From an optimization exercise on the open Yosys and OpenROAD flow, aimed at small area, a short achievable clock period and few clock cycles per item; shortcuts taken in it are not production practice.
In this exercise RTL edits were held to simulation tests only and were not proved equivalent to the original.

Design fp32_mul_pipe, start of the top module:
module fp32_mul_pipe #(
  parameter logic [31:0] QNAN = fp32_pkg::QNAN
) (
  input  logic        clk,
  input  logic        rst_n,
  input  logic        in_valid,
  output logic        in_ready,
  input  logic [31:0] A,
  input  logic [31:0] B,
  output logic        out_valid,
  input  logic        out_ready,
  output logic [31:0] result,
  output logic [2:0]  flags
);
export LEC_CHECK = 0
export ABC_AREA = 1
export CAP_MARGIN = 20
export CORE_MARGIN = 2
export CORE_UTILIZATION = 45
export GPL_TIMING_DRIVEN = 0
export SETUP_SLACK_MARGIN = 2.5
export SLEW_MARGIN = 20
export SYNTH_HIERARCHICAL = 1
export SYNTH_MINIMUM_KEEP_SIZE = 0
export TNS_END_PERCENT = 5
create_clock -name core_clock -period 8.0 [get_ports {clk}]
standard.sh (not shown) runs the stock make flow with config.mk's settings and CLKGATE_MAP_FILE= SYNTH_SCRIPT=/design/flow/synth_recipe.tcl, a recipe that flattens the netlist after the stock synthesis.
==> flow/flow/run.sh <==
#!/bin/bash
# The standard layout, with the port buffers that global placement inserts made plain
# buffers (sky130_fd_sc_hd__buf_2) instead of the delay cell that buffer_ports picks.
set -euo pipefail
export BUFFER_PORTS_ARGS="-buffer_cell sky130_fd_sc_hd__buf_2"
bash standard.sh finish > standard_flow.log 2>&1
Testbench counts at the start, summed over its fixed seeds: cycles 8,008, items 8,000.
Next try:
Settings changed: CORE_UTILIZATION 45 to 65, GPL_TIMING_DRIVEN 0 to default, PLACE_DENSITY from default to 0.75.
First-iteration DRC count is higher by roughly a tenth; non-clock buffer count is lower by 108; synthesized area is unchanged; die area is lower by a quarter to a third.
Next try:
Settings changed: CORE_UTILIZATION 65 to 45, CTS_BUF_LIST from default to sky130_fd_sc_hd__clkbuf_4 sky130_fd_sc_hd__clkbuf_8, PLACE_DENSITY 0.75 to default, SETUP_SLACK_MARGIN 2.5 to 2.7.
Outcome: Worst hold slack improves by 220 ps; routed wire length goes up by 10%; die area goes up by 43%; synthesized cell count does not change; clock-buffer cell count goes down by 1; cell area goes up by about 4%; non-clock buffer count goes up by 32.
Next try:
Settings changed: CTS_BUF_LIST sky130_fd_sc_hd__clkbuf_4 sky130_fd_sc_hd__clkbuf_8 to default, SETUP_SLACK_MARGIN 2.7 to 2.
Wire length drops by 7.1%.
Utilization drops by 1.9 points.
First-iteration DRC count barely changes.
Global-route usage drops by 1.2 points.
Fmax drops by 14%.
Die area does not change.
Next try:
Settings changed: CORE_UTILIZATION 45 to 55, CTS_BUF_LIST from default to sky130_fd_sc_hd__clkbuf_4 sky130_fd_sc_hd__clkbuf_8, SETUP_SLACK_MARGIN 2 to 2.6.
Result: Via count went up by 2.6%; final cell count fell by 3.8%; synthesized cell count does not change; worst setup slack improves by 740 ps; fmax rises by 14%; core utilization increases by 12 points; critical path depth stays the same; die area shrinks by 18%.

========
fp32_mul_pipe again, from the RTL that the note above started with.
export LEC_CHECK = 0
export ABC_AREA = 1
export CAP_MARGIN = 20
export CORE_MARGIN = 2
export CORE_UTILIZATION = 45
export CTS_BUF_LIST = sky130_fd_sc_hd__clkbuf_4 sky130_fd_sc_hd__clkbuf_8
export SETUP_SLACK_MARGIN = 2.5
export SLEW_MARGIN = 20
export SYNTH_HIERARCHICAL = 1
export SYNTH_MINIMUM_KEEP_SIZE = 0
export TNS_END_PERCENT = 5
create_clock -name core_clock -period 8.0 [get_ports {clk}]
Scripts as last shown in full above: flow/flow/run.sh
Testbench counts at the start, summed over its fixed seeds: cycles 8,008, items 8,000.
==> next run, changes <==
==> flow/flow/run.sh (replaced) <==
#!/bin/bash
# The standard layout, with two changes: the port buffers that global placement inserts
# are plain buffers (sky130_fd_sc_hd__buf_2) instead of the delay cell buffer_ports picks,
# and after global routing the resizer downsizes gates off the critical paths
# (ORFS's RECOVER_POWER step).
set -euo pipefail
export BUFFER_PORTS_ARGS="-buffer_cell sky130_fd_sc_hd__buf_2"
export RECOVER_POWER=100
bash standard.sh finish > standard_flow.log 2>&1
--- a/flow/config.mk
+++ b/flow/config.mk
@@ -10,5 +10,4 @@
 export CORE_MARGIN = 2
 export CORE_UTILIZATION = 45
-export CTS_BUF_LIST = sky130_fd_sc_hd__clkbuf_4 sky130_fd_sc_hd__clkbuf_8
 export SETUP_SLACK_MARGIN = 2.5
 export SLEW_MARGIN = 20
After rerunning:
- This time the run finished with max-capacitance violations, max-slew violations left
- routed wire length came out higher slightly
- final cell count hardly moves
- via count came out higher slightly
- non-clock buffer count came out higher by 3
- cell area came out higher slightly
- core utilization came out higher by 0.36 points
- sequential cell count does not change
- synthesized area does not change
- die area is unchanged
- worst hold slack gains 0.043 ns
==> next run, changes <==
==> flow/flow/run.sh (replaced) <==
#!/bin/bash
# The standard layout, with the port buffers that global placement inserts made plain
# buffers (sky130_fd_sc_hd__buf_2) instead of the delay cell that buffer_ports picks.
set -euo pipefail
export BUFFER_PORTS_ARGS="-buffer_cell sky130_fd_sc_hd__buf_2"
bash standard.sh finish > standard_flow.log 2>&1
--- a/flow/config.mk
+++ b/flow/config.mk
@@ -9,6 +9,7 @@
 export CAP_MARGIN = 20
 export CORE_MARGIN = 2
-export CORE_UTILIZATION = 45
-export SETUP_SLACK_MARGIN = 2.5
+export CORE_UTILIZATION = 55
+export PLACE_DENSITY = 0.7
+export SETUP_SLACK_MARGIN = 2.75
 export SLEW_MARGIN = 20
 export SYNTH_HIERARCHICAL = 1
What happened: With this change the flow produced a clean layout. Wire length went up by 3.1%. Fmax went up by 20%. Sequential share of layout area went down by 0.57 points. Cell area went up by 4.6%. First-iteration DRC count went up by 31%.
==> next run, changes <==
--- a/flow/config.mk
+++ b/flow/config.mk
@@ -9,7 +9,7 @@
 export CAP_MARGIN = 20
 export CORE_MARGIN = 2
-export CORE_UTILIZATION = 55
-export PLACE_DENSITY = 0.7
-export SETUP_SLACK_MARGIN = 2.75
+export CORE_UTILIZATION = 45
+export CTS_BUF_LIST = sky130_fd_sc_hd__clkbuf_4 sky130_fd_sc_hd__clkbuf_8
+export SETUP_SLACK_MARGIN = 2.6
 export SLEW_MARGIN = 20
 export SYNTH_HIERARCHICAL = 1
What happened: The new run finished clean. Wire length shrinks by 3.5%. Die area grows by 22%. Critical path depth grows by 1. Utilization shrinks by 14 points.
==> next run, changes <==
--- a/flow/config.mk
+++ b/flow/config.mk
@@ -9,7 +9,8 @@
 export CAP_MARGIN = 20
 export CORE_MARGIN = 2
-export CORE_UTILIZATION = 45
-export CTS_BUF_LIST = sky130_fd_sc_hd__clkbuf_4 sky130_fd_sc_hd__clkbuf_8
-export SETUP_SLACK_MARGIN = 2.6
+export CORE_UTILIZATION = 55
+export GPL_ROUTABILITY_DRIVEN = 0
+export PLACE_DENSITY = 0.7
+export SETUP_SLACK_MARGIN = 2.5
 export SLEW_MARGIN = 20
 export SYNTH_HIERARCHICAL = 1
After rerunning: Via count came out higher by 1.3%; routed wire length came out lower by 4.3%; cell area hardly moves; first-iteration DRC count came out higher by 12%.
==> next run, changes <==
--- a/flow/config.mk
+++ b/flow/config.mk
@@ -7,11 +7,9 @@
 export LEC_CHECK = 0
 export ABC_AREA = 1
-export CAP_MARGIN = 20
+export CAP_MARGIN = 5
 export CORE_MARGIN = 2
-export CORE_UTILIZATION = 55
-export GPL_ROUTABILITY_DRIVEN = 0
-export PLACE_DENSITY = 0.7
+export CORE_UTILIZATION = 45
 export SETUP_SLACK_MARGIN = 2.5
-export SLEW_MARGIN = 20
+export SLEW_MARGIN = 5
 export SYNTH_HIERARCHICAL = 1
 export SYNTH_MINIMUM_KEEP_SIZE = 0
=> Count of clock-buffer cells in the layout is unchanged. Worst hold slack gets better by 0.26 ns. Die area rises by 22%. Setup slack gets better by 0.15 ns. Flip-flop and latch count stays the same. Critical path depth rises by 3. Area after synthesis is unchanged. Cell count rises by 4.7%. Final area rises by 0.92%.

========
Starting RTL as in the previous note.
export LEC_CHECK = 0
export ABC_AREA = 1
export CAP_MARGIN = 20
export CORE_MARGIN = 2
export CORE_UTILIZATION = 45
export CTS_BUF_LIST = sky130_fd_sc_hd__clkbuf_4 sky130_fd_sc_hd__clkbuf_8
export SETUP_SLACK_MARGIN = 2.4
export SLEW_MARGIN = 20
export SYNTH_HIERARCHICAL = 1
export SYNTH_MINIMUM_KEEP_SIZE = 0
export TNS_END_PERCENT = 5
create_clock -name core_clock -period 8.0 [get_ports {clk}]
==> flow/flow/run.sh <==
#!/bin/bash
# The standard layout, with the port buffers that global placement inserts made plain
# buffers (sky130_fd_sc_hd__buf_2) instead of the delay cell that buffer_ports picks.
set -euo pipefail
export BUFFER_PORTS_ARGS="-buffer_cell sky130_fd_sc_hd__buf_2"
bash standard.sh finish > standard_flow.log 2>&1
Testbench counts at the start, summed over its fixed seeds: cycles 8,008, items 8,000.
Next try:
ABC_AREA = 0   (was 1)
CTS_BUF_LIST = not set   (was sky130_fd_sc_hd__clkbuf_4 sky130_fd_sc_hd__clkbuf_8)
SETUP_SLACK_MARGIN = 2.5   (was 2.4)
The new run ran to the end with no violations.
Critical path depth goes down by 2.
Non-clock buffer count goes up by 101.
Die area goes up by a quarter to a third.
Worst setup slack is better by 0.089 ns.
Register-to-register slack is worse by 0.19 ns.
Synthesized cell count goes up by well over a third.
Via count goes up by well over a third.
Cell count goes up by a quarter to a third.
Next try:
ABC_AREA = 1   (was 0)
What happened: The new run produced a clean layout; non-clock buffer count went down by 97; sequential share of layout area went up by 2.8 points; routed wire length went down by 35%; die area went down by 21%; cell area went down by 22%; synthesized cell count went down by 29%; via count went down by 33%.
Next try:
SETUP_SLACK_MARGIN = 3   (was 2.5)
What happened:
- global-route usage went up by 3.4 points
- core utilization went up by 5.3 points
- via count went up by 6.4%
- cell count went up by 3.1%
- synthesized area does not change
- die area does not change
Next try:
CTS_BUF_LIST = sky130_fd_sc_hd__clkbuf_4 sky130_fd_sc_hd__clkbuf_8   (was not set)
PLACE_DENSITY = 0.6   (was not set)
SETUP_SLACK_MARGIN = 2.6   (was 3)
TNS_END_PERCENT = 0   (was 5)
What happened: Via count decreases by a few percent. Synthesized cell count stays the same. Wire length drops by roughly a tenth. Final area came out lower by roughly a tenth. Non-clock buffer count came out lower by 78. Worst hold slack gains 0.21 ns. Utilization fell by 5.7 points. Area after synthesis is unchanged. Worst setup slack degrades by 0.32 ns. Global-route usage shrinks by 3.3 points.

========
run 1:
Another version of the RTL of fp32_mul_pipe (not shown whole).
Size: ~2600 cells after synthesis, ~110 flip-flops.
// fp32_mul_pipe
module fp32_mul_pipe #(
  parameter logic [31:0] QNAN = fp32_pkg::QNAN
) (
  input  logic        clk,
  input  logic        rst_n,
  input  logic        in_valid,
  output logic        in_ready,
  input  logic [31:0] A,
  input  logic [31:0] B,
  output logic        out_valid,
  input  logic        out_ready,
  output logic [31:0] result,
  output logic [2:0]  flags
);
export LEC_CHECK = 0
export ABC_AREA = 1
export CAP_MARGIN = 20
export CORE_MARGIN = 2
export CORE_UTILIZATION = 45
export SETUP_SLACK_MARGIN = 3
export SLEW_MARGIN = 20
export TNS_END_PERCENT = 5
create_clock -name core_clock -period 8.0 [get_ports {clk}]
Scripts as last shown in full above: flow/flow/run.sh
Run 1: full flow OK, the timing, DRC and antenna checks passed
Testbench counts of run 1, summed over its fixed seeds: cycles 8,008, items 8,000.
Here is what was changed in the inputs of run 2 compared with run 1.
Settings: changing SETUP_SLACK_MARGIN from 3 to 3.5; changing TNS_END_PERCENT from 5 to 1.
==> flow/run.sh (new file) <==
#!/bin/bash
# synth_recipe.tcl (not shown) runs the flow's synth.tcl, then flattens the netlist and writes it again
# the make line also repeats each setting of config.mk as NAME=value (left out here)
make -C /OpenROAD-flow-scripts/flow DESIGN_CONFIG=/design/flow/config.mk WORK_HOME=/design/flow/orfs CLKGATE_MAP_FILE= SYNTH_SCRIPT=/design/flow/synth_recipe.tcl finish
removed: flow/flow/run.sh
removed: flow/standard.sh
Notes after the runs:
Any difference in total routing usage reported by global routing between run 1 and run 2 is small enough to ignore. The final reports for run 2 and run 1 show non-clock buffer total of the final layout higher in the former. Status: violation count after the first detailed-route iteration parity (run 2, run 1). | routed wire length | lower: run 1 |. Lower register share of the cell area among run 2 and run 1: run 2. Taking run 1 as the reference, in run 2 wire length of the first global-routing pass was more or less identical, post-cts repair resize count moved up, upper clock frequency limit moved down, headroom to the max-slew limit has increased. Higher critical path buffer and inverter count was reported by run 2, not run 1.
Input changes introduced in run 3 (baseline for comparison: run 2):
Settings: SETUP_SLACK_MARGIN: 3.5 -> 3; TNS_END_PERCENT: 1 -> 5.
==> comparison <==
Lower via count normalized by instance count was reported by run 3, not run 2. In run 3 relative to run 2, number of buffers outside the clock class in the layout had gone down slightly. Re detailed-routing iteration count for the pre-antenna-repair pass: run 2 was lower than run 3.
For run 4, these inputs were changed with respect to run 3:
Settings: SETUP_SLACK_MARGIN now 2.5, was 3.
Notes after the runs:
Non-clock buffer area fraction after layout: run 4 vs run 3 down 2.2 points. The minimum period implied by the final worst setup slack in run 4 sits 430 ps above the value recorded for run 3. Between run 3 and run 4, sequential share of layout area is higher for run 4, run 3 comes in under that. | met2 layer usage reported by global route | run 4 vs run 3 | 0.88 points lower |. Run 4 ends up with a post-route fraction of the period consumed by the critical path that is 5.3 points higher than in run 3. Of run 4 and run 3, it is run 4 that has the higher minimum hold slack. The run showing the greater global-route track usage on met3 is run 3.

[afterwards: timing with drivers on the ports]
In the flow no input, the clock included, has a driving cell. The finished layouts below were timed again as built, in two steps.
Step 1: set_driving_cell puts a clkbuf_16 on clk and a buf_2 on each other input, an assumption about the parent block.
Step 2 also shifts input and output timing later by t, the mid clock arrival at the registers, as if the neighbouring blocks saw the same clock.
Three values: ideal ports, drivers, drivers and shift; two values: the first two.
| run | shift t [ns] | setup WS [ns] | latest minus earliest clock arrival (ns) |
|---|---|---|---|
| the first run of note 1 | 0.393 | 2.508 / 2.524 / 2.132 | 0.011 / 0.011 |
| the second run of note 1 | 0.402 | 2.547 / 2.578 / 2.176 | 0.016 / 0.016 |
| the third run of note 1 | 0.447 | 2.713 / 2.744 / 2.297 | 0.024 / 0.024 |
| the fourth run of note 1 | 0.410 | 1.876 / 1.906 / 1.496 | 0.013 / 0.013 |
| the fifth run of note 1 | 0.460 | 2.616 / 2.647 / 2.188 | 0.028 / 0.029 |
| the first run of note 2 | 0.435 | 2.494 / 2.516 / 2.081 | 0.021 / 0.021 |
| the second run of note 2 | 0.408 | 1.666 / 1.691 / 1.283 | 0.016 / 0.015 |
| the third run of note 2 | 0.404 | 2.742 / 2.654 / 2.250 | 0.019 / 0.019 |
| the fourth run of note 2 | 0.428 | 2.594 / 2.592 / 2.164 | 0.017 / 0.017 |
| the fifth run of note 2 | 0.405 | 2.422 / 2.451 / 2.045 | 0.016 / 0.015 |
| the sixth run of note 2 | 0.409 | 2.575 / 2.603 / 2.194 | 0.015 / 0.016 |
| the first run of note 3 | 0.438 | 2.395 / 2.420 / 1.982 | 0.020 / 0.020 |
| the second run of note 3 | 0.433 | 2.484 / 2.423 / 1.990 | 0.022 / 0.022 |
| the third run of note 3 | 0.409 | 2.575 / 2.603 / 2.194 | 0.015 / 0.016 |
| the fourth run of note 3 | 0.417 | 2.899 / 2.875 / 2.457 | 0.018 / 0.017 |
| the fifth run of note 3 | 0.435 | 2.581 / 2.595 / 2.160 | 0.018 / 0.018 |
| run 1 | 0.405 | 2.728 / 2.749 / 2.346 | 0.014 / 0.014 |
| run 2 | 0.418 | 2.669 / 2.695 / 2.277 | 0.024 / 0.024 |
| run 3 | 0.413 | 2.644 / 2.598 / 2.258 | 0.013 / 0.014 |
| run 4 | 0.426 | 2.217 / 2.244 / 1.819 | 0.014 / 0.015 |
For the second run of note 3, which loses most, drivers alone change the setup slack by -0.061 ns; drivers and shift together by -0.494 ns.
